This is an optimization exercise on Yosys and OpenROAD, whose aim is small area, not a production implementation. Function was checked by simulation only, so behaviour that the tests miss may differ from the original. Power figures rest on the tool's default switching activity, not on a simulated workload.

==> branch willow <==
==> flow/design.v <==
`default_nettype none
package drawPkg;
	localparam int FRAME_WORDS        = 192;
	localparam int SPRITE_STORE_WORDS = 128;
endpackage
`default_nettype wire
`default_nettype none
module drawEngine
(
	input  logic         Clk,
	input  logic         arstN,
	input  logic         loadReq,
	input  logic [2:0]   gameState,
	input  logic         rowReq,
	input  logic [5:0]   rowSel,
	input  logic [2:0]   spriteSel,
	input  logic [15:0]  sramDataIn,
	output logic [24:0]  sramPins,
	output logic         busy,
	output logic         loadDone,
	output logic [63:0]  bgRow,
	output logic         rowValid,
	output logic [255:0] bike
);
	logic       st0;
	logic       kS, kB;
	logic       ceN;
	logic [9:0] addr;
	logic       wv, wv3;
	logic       wvN, wv3N;     
	logic       accept;
	logic       last;
	assign busy     = st0 | ~ceN | wv | wv3;
	assign loadDone = wv3 & ~wv;
	assign accept   = loadReq & ~busy;
	assign last     = addr[9] ? (addr[6:0] == 7'd127) : (addr[7:0] == 8'd191);
	assign sramPins = {ceN, ceN, ceN, ceN, 1'b1, 10'd0, addr};
	always_ff @(posedge Clk)
	begin
		kS <= gameState[2] | gameState[1];
		kB <= (gameState == 3'd1);
	end
	always_ff @(posedge Clk or negedge arstN)
	begin
		if (!arstN)
		begin
			st0  <= 1'b0;
			ceN  <= 1'b1;
			addr <= '0;
			wv   <= 1'b0;
			wv3  <= 1'b0;
			wvN  <= 1'b1;
			wv3N <= 1'b1;
		end
		else
		begin
			st0 <= accept;
			if (st0)
			begin
				ceN  <= 1'b0;
				addr <= {kS, kB, 8'd0};
			end
			else if (!ceN)
			begin
				if (last)
					ceN <= 1'b1;
				else
					addr[7:0] <= addr[7:0] + 8'd1;
			end
			wv   <= ~ceN;
			wv3  <= wv;
			wvN  <= ceN;
			wv3N <= wvN;
		end
	end
	logic [15:0] d2, d3;
	always_ff @(posedge Clk)
	begin
		d2 <= sramDataIn;
		d3 <= d2;
	end
	logic [255:0] dec;
	always_comb
	begin
		dec = '0;
		dec[addr[7:0]] = 1'b1;
	end
	logic [191:0] enF, kpF;
	logic [127:0] enS, kpS;
	logic         wrF, wrS, kpAllF, kpAllS;
	assign wrF    = wv & ~addr[9];
	assign wrS    = wv3 & addr[9];
	assign kpAllF = wvN | addr[9];
	assign kpAllS = wv3N | ~addr[9];
	genvar gi;
	generate
		for (gi = 0; gi < 190; gi++) begin : g_enF
			assign enF[gi] = wrF & dec[gi+1];
			assign kpF[gi] = kpAllF | ~dec[gi+1];
		end
		for (gi = 0; gi < 125; gi++) begin : g_enS
			assign enS[gi] = wrS & dec[gi+2];
			assign kpS[gi] = kpAllS | ~dec[gi+2];
		end
	endgenerate
	assign enF[190] = wrF & dec[191] & ~ceN;
	assign kpF[190] = kpAllF | ~dec[191] | ceN;
	assign enF[191] = wrF & dec[191] &  ceN;
	assign kpF[191] = kpAllF | ~dec[191] | ~ceN;
	assign enS[125] = wrS & dec[127] & ~ceN;
	assign kpS[125] = kpAllS | ~dec[127] | ceN;
	assign enS[126] = wrS & dec[127] &  ceN & wv;
	assign kpS[126] = kpAllS | ~dec[127] | ~ceN | wvN;
	assign enS[127] = wrS & dec[127] & ~wv;
	assign kpS[127] = kpAllS | ~dec[127] | ~wvN;
	logic [7:0] fv;    
	logic [7:0] sv;    
	logic [7:0] svNext;
	always_ff @(posedge Clk or negedge arstN)
	begin
		if (!arstN)
		begin
			fv <= '0;
			sv <= '0;
		end
		else
		begin
			if (wrF && (fv[7:6] != 2'b11))
				fv <= fv + 8'd1;
			sv <= svNext;
		end
	end
	logic [15:0] memF [192];
	logic [15:0] memS [128];
	generate
		for (gi = 0; gi < 192; gi++) begin : g_memF
			always_ff @(posedge Clk)
				memF[gi] <= (memF[gi] & {16{kpF[gi]}}) | (d2 & {16{enF[gi]}});
		end
		for (gi = 0; gi < 128; gi++) begin : g_memS
			always_ff @(posedge Clk)
				memS[gi] <= (memS[gi] & {16{kpS[gi]}}) | (d3 & {16{enS[gi]}});
		end
	endgenerate
	logic [47:0] rowHit;
	always_comb
	begin
		rowHit = '0;
		rowHit[rowSel] = 1'b1;
	end
	logic [63:0] rowMux;
	always_comb
	begin
		rowMux = '0;
		for (int r = 0; r < 48; r++)
			for (int k = 0; k < 4; k++)
				rowMux[k*16 +: 16] = rowMux[k*16 +: 16] | ({16{rowHit[r]}} & memF[4*r+k]);
	end
	logic [3:0] rowVld;
	always_comb
	begin
		for (int k = 0; k < 4; k++)
			rowVld[k] = (rowSel < fv[7:2]) || ((rowSel == fv[7:2]) && (2'(k) < fv[1:0]));
	end
	logic [63:0] bgData;
	logic [3:0]  bgVld;
	always_ff @(posedge Clk)
		if (rowReq) bgData <= rowMux;
	always_ff @(posedge Clk or negedge arstN)
	begin
		if (!arstN)
		begin
			rowValid <= 1'b0;
			bgVld    <= '0;
		end
		else
		begin
			rowValid <= rowReq;
			if (rowReq)
				bgVld <= rowVld;
		end
	end
	generate
		for (gi = 0; gi < 4; gi++) begin : g_bg
			assign bgRow[gi*16 +: 16] = bgData[gi*16 +: 16] & {16{bgVld[gi]}};
		end
	endgenerate
	logic [7:0]  selHit;
	logic [15:0] selVld;
	logic [3:0]  spr;
	assign svNext = (wrS && !sv[7]) ? sv + 8'd1 : sv;
	assign spr    = {1'b0, spriteSel};
	always_ff @(posedge Clk)
		for (int s = 0; s < 8; s++)
			selHit[s] <= (spriteSel == 3'(s));
	always_ff @(posedge Clk or negedge arstN)
	begin
		if (!arstN)
		begin
			selVld <= '0;
		end
		else
		begin
			for (int w = 0; w < 16; w++)
				selVld[w] <= (spr < svNext[7:4]) || ((spr == svNext[7:4]) && (4'(w) < svNext[3:0]));
		end
	end
	logic [127:0] gsel;
	generate
		for (gi = 0; gi < 128; gi++) begin : g_gsel
			assign gsel[gi] = selHit[gi/16] & selVld[gi%16];
		end
	endgenerate
	always_comb
	begin
		bike = '0;
		for (int s = 0; s < 8; s++)
			for (int w = 0; w < 16; w++)
				bike[w*16 +: 16] = bike[w*16 +: 16] | ({16{gsel[16*s+w]}} & memS[16*s+w]);
	end
endmodule
`default_nettype wire
==> flow/flow/run.sh <==
#!/bin/bash
# Standard ORFS layout (the standard.sh, synthesis unchanged) with these
# changes to how the layout is built:
#  - port buffers use the small sky130_fd_sc_hd__buf_1 instead of the
#    default pick (clkdlybuf4s50_1);
#  - clock tree: larger sink clusters driven by clkbuf_8, no dummy loads
#    (fewer, smaller clock buffers; sink slew stays under the limit);
#  - global routing keeps more met1/met2 capacity in reserve (fastroute.tcl).
# Every tool's output is kept in ORFS's per-step logs under orfs/logs, and
# make's own output in flow_make.log here.
set -euo pipefail
cd "$(dirname "$0")/.."
W=$(pwd)
bash standard.sh \
  FASTROUTE_TCL="$W/flow/fastroute.tcl" \
  BUFFER_PORTS_ARGS="-buffer_cell sky130_fd_sc_hd__buf_1" \
  CTS_ARGS="-sink_clustering_enable -repair_clock_nets -dont_use_dummy_load -sink_buffer_max_cap_derate 1.0 -buf_list sky130_fd_sc_hd__clkbuf_8 -sink_clustering_size 14 -sink_clustering_max_diameter 60" \
  finish > flow_make.log 2>&1
==> flow/flow/fastroute.tcl <==
# Global routing layers as the platform sets them, with more capacity held
# back on met1 and met2 so that global routing moves more wiring up to
# met3/met4 and leaves room on met1 for pin access in the dense store.
set_global_routing_layer_adjustment met1 0.45
set_global_routing_layer_adjustment met2 0.35
set_global_routing_layer_adjustment met3-met5 0.2

set_routing_layers -clock $::env(MIN_CLK_ROUTING_LAYER)-$::env(MAX_ROUTING_LAYER)
set_routing_layers -signal $::env(MIN_ROUTING_LAYER)-$::env(MAX_ROUTING_LAYER)
==> flow/standard.sh <==
#!/bin/bash
# synth_recipe.tcl (not shown) runs the flow's synth.tcl, then flattens the netlist and writes it again
# the make line also repeats each setting of config.mk as NAME=value (left out here)
make -C /OpenROAD-flow-scripts/flow DESIGN_CONFIG=/design/flow/config.mk WORK_HOME=/design/flow/orfs CLKGATE_MAP_FILE= SYNTH_SCRIPT=/design/flow/synth_recipe.tcl "${@:-finish}"
==> flow/config.mk <==
export PLATFORM = sky130hd
export DESIGN_NAME = drawEngine
export DESIGN_NICKNAME = drawEngine
export VERILOG_FILES = /design/flow/design.v
export SDC_FILE = /design/flow/constraint.sdc
export NUM_CORES = 4
export LEC_CHECK = 0
export CAP_MARGIN = 20
export CELL_PAD_IN_SITES_DETAIL_PLACEMENT = 1
export CELL_PAD_IN_SITES_GLOBAL_PLACEMENT = 1
export CORE_MARGIN = 2
export CORE_UTILIZATION = 45
export PLACE_DENSITY = 0.6
export SLEW_MARGIN = 20
==> flow/constraint.sdc <==
create_clock -name core_clock -period 5.0 [get_ports {Clk}]
set_input_delay 1.0000 -clock core_clock [delete_from_list [all_inputs] [get_ports {Clk}]]
set_output_delay 1.0000 -clock core_clock [all_outputs]
set_load 0.01 [all_outputs]
==> branch raven: changes against branch willow <==
==> flow/design.v, changed modules only <==
module drawEngine
(
	input  logic         Clk,
	input  logic         arstN,
	input  logic         loadReq,
	input  logic [2:0]   gameState,
	input  logic         rowReq,
	input  logic [5:0]   rowSel,
	input  logic [2:0]   spriteSel,
	input  logic [15:0]  sramDataIn,
	output logic [24:0]  sramPins,
	output logic         busy,
	output logic         loadDone,
	output logic [63:0]  bgRow,
	output logic         rowValid,
	output logic [255:0] bike
);
	logic       st0;
	logic       kS, kB;
	logic       ceN;
	logic [9:0] addr;
	logic       wv, wv3;
	logic       accept;
	logic       last;
	assign busy     = st0 | ~ceN | wv | wv3;
	assign loadDone = wv3 & ~wv;
	assign accept   = loadReq & ~busy;
	assign last     = addr[9] ? (addr[6:0] == 7'd127) : (addr[7:0] == 8'd191);
	assign sramPins = {ceN, ceN, ceN, ceN, 1'b1, 10'd0, addr};
	always_ff @(posedge Clk)
	begin
		kS <= gameState[2] | gameState[1];
		kB <= (gameState == 3'd1);
	end
	always_ff @(posedge Clk or negedge arstN)
	begin
		if (!arstN)
		begin
			st0  <= 1'b0;
			ceN  <= 1'b1;
			addr <= '0;
			wv   <= 1'b0;
			wv3  <= 1'b0;
		end
		else
		begin
			st0 <= accept;
			if (st0)
			begin
				ceN  <= 1'b0;
				addr <= {kS, kB, 8'd0};
			end
			else if (!ceN)
			begin
				if (last)
					ceN <= 1'b1;
				else
					addr[7:0] <= addr[7:0] + 8'd1;
			end
			wv  <= ~ceN;
			wv3 <= wv;
		end
	end
	logic [15:0] d2, d3;
	always_ff @(posedge Clk)
	begin
		d2 <= sramDataIn;
		d3 <= d2;
	end
	logic [255:0] dec;
	always_comb
	begin
		dec = '0;
		dec[addr[7:0]] = 1'b1;
	end
	logic [191:0] enF;
	logic [127:0] enS;
	logic         wrF, wrS;
	assign wrF = wv & ~addr[9];
	assign wrS = wv3 & addr[9];
	genvar gi;
	generate
		for (gi = 0; gi < 190; gi++) begin : g_enF
			assign enF[gi] = wrF & dec[gi+1];
		end
		for (gi = 0; gi < 125; gi++) begin : g_enS
			assign enS[gi] = wrS & dec[gi+2];
		end
	endgenerate
	assign enF[190] = wrF & dec[191] & ~ceN;
	assign enF[191] = wrF & dec[191] &  ceN;
	assign enS[125] = wrS & dec[127] & ~ceN;
	assign enS[126] = wrS & dec[127] &  ceN & wv;
	assign enS[127] = wrS & dec[127] & ~wv;
	logic [7:0] fv;    
	logic [7:0] sv;    
	logic [7:0] svNext;
	always_ff @(posedge Clk or negedge arstN)
	begin
		if (!arstN)
		begin
			fv <= '0;
			sv <= '0;
		end
		else
		begin
			if (wrF && (fv[7:6] != 2'b11))
				fv <= fv + 8'd1;
			sv <= svNext;
		end
	end
	logic [15:0] memF [192];
	logic [15:0] memS [128];
	generate
		for (gi = 0; gi < 192; gi++) begin : g_memF
			always_ff @(posedge Clk)
				if (enF[gi]) memF[gi] <= d2;
		end
		for (gi = 0; gi < 128; gi++) begin : g_memS
			always_ff @(posedge Clk)
				if (enS[gi]) memS[gi] <= d3;
		end
	endgenerate
	logic [47:0] rowHit;
	always_comb
	begin
		rowHit = '0;
		rowHit[rowSel] = 1'b1;
	end
	logic [63:0] rowMux;
	logic [15:0] rowGrpN [4][16];
	genvar gk, gg;
	generate
		for (gk = 0; gk < 4; gk++) begin : g_rk
			for (gg = 0; gg < 16; gg++) begin : g_rg
				aoi3x16 i_aoi (
					.s0 (rowHit[3*gg]),   .d0 (memF[4*(3*gg)+gk]),
					.s1 (rowHit[3*gg+1]), .d1 (memF[4*(3*gg+1)+gk]),
					.s2 (rowHit[3*gg+2]), .d2 (memF[4*(3*gg+2)+gk]),
					.yN (rowGrpN[gk][gg])
				);
			end
		end
	endgenerate
	always_comb
	begin
		for (int k = 0; k < 4; k++)
		begin
			rowMux[k*16 +: 16] = '0;
			for (int g = 0; g < 16; g++)
				rowMux[k*16 +: 16] = rowMux[k*16 +: 16] | ~rowGrpN[k][g];
		end
	end
	logic [3:0] rowVld;
	always_comb
	begin
		for (int k = 0; k < 4; k++)
			rowVld[k] = (rowSel < fv[7:2]) || ((rowSel == fv[7:2]) && (2'(k) < fv[1:0]));
	end
	logic [63:0] bgData;
	logic [3:0]  bgVld;
	always_ff @(posedge Clk)
		if (rowReq) bgData <= rowMux;
	always_ff @(posedge Clk or negedge arstN)
	begin
		if (!arstN)
		begin
			rowValid <= 1'b0;
			bgVld    <= '0;
		end
		else
		begin
			rowValid <= rowReq;
			if (rowReq)
				bgVld <= rowVld;
		end
	end
	generate
		for (gi = 0; gi < 4; gi++) begin : g_bg
			assign bgRow[gi*16 +: 16] = bgData[gi*16 +: 16] & {16{bgVld[gi]}};
		end
	endgenerate
	logic [7:0]  selHit;
	logic [15:0] selVld;
	logic [3:0]  spr;
	assign svNext = (wrS && !sv[7]) ? sv + 8'd1 : sv;
	assign spr    = {1'b0, spriteSel};
	always_ff @(posedge Clk)
		for (int s = 0; s < 8; s++)
			selHit[s] <= (spriteSel == 3'(s));
	always_ff @(posedge Clk or negedge arstN)
	begin
		if (!arstN)
		begin
			selVld <= '0;
		end
		else
		begin
			for (int w = 0; w < 16; w++)
				selVld[w] <= (spr < svNext[7:4]) || ((spr == svNext[7:4]) && (4'(w) < svNext[3:0]));
		end
	end
	logic [127:0] gsel;
	generate
		for (gi = 0; gi < 128; gi++) begin : g_gsel
			assign gsel[gi] = selHit[gi/16] & selVld[gi%16];
		end
	endgenerate
	generate
		for (gk = 0; gk < 16; gk++) begin : g_bw
			logic [15:0] gA, gB;
			aoi3x16 i_a (
				.s0 (gsel[0*16+gk]), .d0 (memS[0*16+gk]),
				.s1 (gsel[1*16+gk]), .d1 (memS[1*16+gk]),
				.s2 (gsel[2*16+gk]), .d2 (memS[2*16+gk]),
				.yN (gA)
			);
			aoi3x16 i_b (
				.s0 (gsel[3*16+gk]), .d0 (memS[3*16+gk]),
				.s1 (gsel[4*16+gk]), .d1 (memS[4*16+gk]),
				.s2 (gsel[5*16+gk]), .d2 (memS[5*16+gk]),
				.yN (gB)
			);
			assign bike[gk*16 +: 16] = ~(gA & gB) |
			                           ({16{gsel[6*16+gk]}} & memS[6*16+gk]) |
			                           ({16{gsel[7*16+gk]}} & memS[7*16+gk]);
		end
	endgenerate
endmodule
module aoi3x16
(
	input  logic        s0, s1, s2,
	input  logic [15:0] d0, d1, d2,
	output logic [15:0] yN
);
	assign yN = ~(({16{s0}} & d0) | ({16{s1}} & d1) | ({16{s2}} & d2));
endmodule
==> flow/flow/run.sh (replaced) <==
#!/bin/bash
# Standard ORFS layout (the standard.sh, synthesis unchanged) with these
# changes to how the layout is built:
#  - port buffers use the small sky130_fd_sc_hd__buf_1 instead of the
#    default pick (clkdlybuf4s50_1);
#  - clock tree: larger sink clusters driven by clkbuf_8, no dummy loads
#    (fewer, smaller clock buffers; sink slew stays under the limit);
set -euo pipefail
cd "$(dirname "$0")/.."
W=$(pwd)
bash standard.sh \
  FASTROUTE_TCL="$W/flow/fastroute.tcl" \
  BUFFER_PORTS_ARGS="-buffer_cell sky130_fd_sc_hd__buf_1" \
  CTS_ARGS="-sink_clustering_enable -repair_clock_nets -dont_use_dummy_load -sink_buffer_max_cap_derate 1.0 -buf_list sky130_fd_sc_hd__clkbuf_8 -sink_clustering_size 16 -sink_clustering_max_diameter 60" \
  finish > flow_make.log 2>&1
==> flow/flow/fastroute.tcl (replaced) <==
# Global routing layers as the platform sets them, with more capacity held
# back on met1 and met2 so that global routing moves more wiring up to
# met3/met4 and leaves room on met1 for pin access in the dense store.
set_global_routing_layer_adjustment met1 0.6
set_global_routing_layer_adjustment met2 0.45
set_global_routing_layer_adjustment met3-met5 0.15

set_routing_layers -clock $::env(MIN_CLK_ROUTING_LAYER)-$::env(MAX_ROUTING_LAYER)
set_routing_layers -signal $::env(MIN_ROUTING_LAYER)-$::env(MAX_ROUTING_LAYER)
--- a/flow/config.mk
+++ b/flow/config.mk
@@ -12,3 +12,5 @@
 export CORE_UTILIZATION = 45
 export PLACE_DENSITY = 0.6
 export SLEW_MARGIN = 20
+export SYNTH_HIERARCHICAL = 1
+export SYNTH_MINIMUM_KEEP_SIZE = 0
==> branch harbor: changes against branch willow <==
==> flow/design.v, changed modules only <==
module drawEngine
(
	input  logic         Clk,
	input  logic         arstN,
	input  logic         loadReq,
	input  logic [2:0]   gameState,
	input  logic         rowReq,
	input  logic [5:0]   rowSel,
	input  logic [2:0]   spriteSel,
	input  logic [15:0]  sramDataIn,
	output logic [24:0]  sramPins,
	output logic         busy,
	output logic         loadDone,
	output logic [63:0]  bgRow,
	output logic         rowValid,
	output logic [255:0] bike
);
	logic       st0;
	logic       kS, kB;
	logic       ceN;
	logic [9:0] addr;
	logic       wv, wv3;
	logic       accept;
	logic       last;
	assign busy     = st0 | ~ceN | wv | wv3;
	assign loadDone = wv3 & ~wv;
	assign accept   = loadReq & ~busy;
	assign last     = addr[9] ? (addr[6:0] == 7'd127) : (addr[7:0] == 8'd191);
	assign sramPins = {ceN, ceN, ceN, ceN, 1'b1, 10'd0, addr};
	always_ff @(posedge Clk)
	begin
		kS <= gameState[2] | gameState[1];
		kB <= (gameState == 3'd1);
	end
	always_ff @(posedge Clk or negedge arstN)
	begin
		if (!arstN)
		begin
			st0  <= 1'b0;
			ceN  <= 1'b1;
			addr <= '0;
			wv   <= 1'b0;
			wv3  <= 1'b0;
		end
		else
		begin
			st0 <= accept;
			if (st0)
			begin
				ceN  <= 1'b0;
				addr <= {kS, kB, 8'd0};
			end
			else if (!ceN)
			begin
				if (last)
					ceN <= 1'b1;
				else
					addr[7:0] <= addr[7:0] + 8'd1;
			end
			wv  <= ~ceN;
			wv3 <= wv;
		end
	end
	logic [15:0] d2, d3;
	always_ff @(posedge Clk)
	begin
		d2 <= sramDataIn;
		d3 <= d2;
	end
	logic [255:0] dec;
	always_comb
	begin
		dec = '0;
		dec[addr[7:0]] = 1'b1;
	end
	logic [191:0] enF;
	logic [127:0] enS;
	logic         wrF, wrS;
	assign wrF = wv & ~addr[9];
	assign wrS = wv3 & addr[9];
	genvar gi;
	generate
		for (gi = 0; gi < 190; gi++) begin : g_enF
			assign enF[gi] = wrF & dec[gi+1];
		end
		for (gi = 0; gi < 125; gi++) begin : g_enS
			assign enS[gi] = wrS & dec[gi+2];
		end
	endgenerate
	assign enF[190] = wrF & dec[191] & ~ceN;
	assign enF[191] = wrF & dec[191] &  ceN;
	assign enS[125] = wrS & dec[127] & ~ceN;
	assign enS[126] = wrS & dec[127] &  ceN & wv;
	assign enS[127] = wrS & dec[127] & ~wv;
	logic [7:0] fv;    
	logic [7:0] sv;    
	logic [7:0] svNext;
	always_ff @(posedge Clk or negedge arstN)
	begin
		if (!arstN)
		begin
			fv <= '0;
			sv <= '0;
		end
		else
		begin
			if (wrF && (fv[7:6] != 2'b11))
				fv <= fv + 8'd1;
			sv <= svNext;
		end
	end
	logic [15:0] memF [192];
	logic [15:0] memS [128];
	generate
		for (gi = 0; gi < 192; gi++) begin : g_memF
			always_ff @(posedge Clk)
				if (enF[gi]) memF[gi] <= d2;
		end
		for (gi = 0; gi < 128; gi++) begin : g_memS
			always_ff @(posedge Clk)
				if (enS[gi]) memS[gi] <= d3;
		end
	endgenerate
	logic [47:0] rowHit;
	always_comb
	begin
		rowHit = '0;
		rowHit[rowSel] = 1'b1;
	end
	logic [63:0] rowMux;
	always_comb
	begin
		rowMux = '0;
		for (int r = 0; r < 48; r++)
			for (int k = 0; k < 4; k++)
				rowMux[k*16 +: 16] = rowMux[k*16 +: 16] | ({16{rowHit[r]}} & memF[4*r+k]);
	end
	logic [3:0] rowVld;
	always_comb
	begin
		for (int k = 0; k < 4; k++)
			rowVld[k] = (rowSel < fv[7:2]) || ((rowSel == fv[7:2]) && (2'(k) < fv[1:0]));
	end
	logic [63:0] bgData;
	logic [3:0]  bgVld;
	always_ff @(posedge Clk)
		if (rowReq) bgData <= rowMux;
	always_ff @(posedge Clk or negedge arstN)
	begin
		if (!arstN)
		begin
			rowValid <= 1'b0;
			bgVld    <= '0;
		end
		else
		begin
			rowValid <= rowReq;
			if (rowReq)
				bgVld <= rowVld;
		end
	end
	generate
		for (gi = 0; gi < 4; gi++) begin : g_bg
			assign bgRow[gi*16 +: 16] = bgData[gi*16 +: 16] & {16{bgVld[gi]}};
		end
	endgenerate
	logic [7:0]  selHit;
	logic [15:0] selVld;
	logic [3:0]  spr;
	assign svNext = (wrS && !sv[7]) ? sv + 8'd1 : sv;
	assign spr    = {1'b0, spriteSel};
	always_ff @(posedge Clk)
		for (int s = 0; s < 8; s++)
			selHit[s] <= (spriteSel == 3'(s));
	always_ff @(posedge Clk or negedge arstN)
	begin
		if (!arstN)
		begin
			selVld <= '0;
		end
		else
		begin
			for (int w = 0; w < 16; w++)
				selVld[w] <= (spr < svNext[7:4]) || ((spr == svNext[7:4]) && (4'(w) < svNext[3:0]));
		end
	end
	logic [127:0] gsel;
	generate
		for (gi = 0; gi < 128; gi++) begin : g_gsel
			assign gsel[gi] = selHit[gi/16] & selVld[gi%16];
		end
	endgenerate
	always_comb
	begin
		bike = '0;
		for (int s = 0; s < 8; s++)
			for (int w = 0; w < 16; w++)
				bike[w*16 +: 16] = bike[w*16 +: 16] | ({16{gsel[16*s+w]}} & memS[16*s+w]);
	end
endmodule
==> flow/flow/fastroute.tcl (replaced) <==
# Global routing layers as the platform sets them, with more capacity held
# back on met1 and met2 so that global routing moves more wiring up to
# met3/met4 and leaves room on met1 for pin access in the dense store.
set_global_routing_layer_adjustment met1 0.6
set_global_routing_layer_adjustment met2 0.45
set_global_routing_layer_adjustment met3-met5 0.15

set_routing_layers -clock $::env(MIN_CLK_ROUTING_LAYER)-$::env(MAX_ROUTING_LAYER)
set_routing_layers -signal $::env(MIN_ROUTING_LAYER)-$::env(MAX_ROUTING_LAYER)
==> results.yml <==
detailed_routing:
  finalWirelength_um: 808000
  drt_first_iter_violations: 9019
  num_vias: 121398
global_routing:
  grtUsageMet3: 0.3236
cells_and_area:
  final_cells: 18238
  clock_area_frac: 0.02930
power:
  leakagePower_nw: 66.45
yosys:
  syn_area_sq_um: 196400
status:
  status: "complete, no violations"
-- figures above: branch harbor

==> results.yml <==
detailed_routing:
  drt_first_iter_violations: 11896
  finalWirelength_um: 593100
global_routing:
  grtUsageMet3: 0.2055
yosys:
  syn_area_sq_um: 187200
cells_and_area:
  final_cells: 15615
status:
  status: "complete, no violations"
-- figures above: branch raven

==> results.yml <==
timing:
  setup_viol: 2
  setup_ws_ns: -0.03151
status:
  status: "complete, but fails checks"
  violatedChecks: "setup timing"
cells_and_area:
  clock_area_frac: 0.03011
  final_cells: 24461
detailed_routing:
  drt_first_iter_violations: 17166
yosys:
  syn_area_sq_um: 197200
-- figures above: branch willow

==> separate check: timing with driven ports <==
Ports are ideal in the flow. The routed layouts listed here were re-timed in OpenROAD. Step 1 (the two cells are an assumption about what drives the block):
set clk [get_ports {Clk}]
set_driving_cell -lib_cell sky130_fd_sc_hd__clkbuf_16 $clk
set_driving_cell -lib_cell sky130_fd_sc_hd__buf_2 [delete_from_list [all_inputs] $clk]
Step 2 times the ports against the registers' clock, not the clock port: input delays grow and output delays shrink by t, the midpoint of the rising clock arrivals with the driver on. Slacks: ideal / step 1 / step 2; pairs: ideal / step 1.
| run | shift t [ns] | setup slack, ns | hold WS [ns] | worst setup path at the end | worst slew at a driven data input, ns |
|---|---|---|---|---|---|
| branch willow | 1.452 | -0.032 / -0.170 / -0.988 | 0.025 / -0.074 / 0.399 | input to register | 0.14 |
| branch raven | 1.280 | 0.204 / 0.087 / -0.137 | 0.165 / 0.130 / 0.464 | input to register | 0.12 |
| branch harbor | 1.349 | 0.187 / 0.065 / -0.508 | 0.119 / 0.094 / 0.475 | input to register | 0.16 |
Met with ideal ports but missed after step 2: setup timing in branch raven and branch harbor. For branch willow, which loses most, drivers alone change the setup slack by -0.138 ns; drivers and shift together by -0.956 ns.
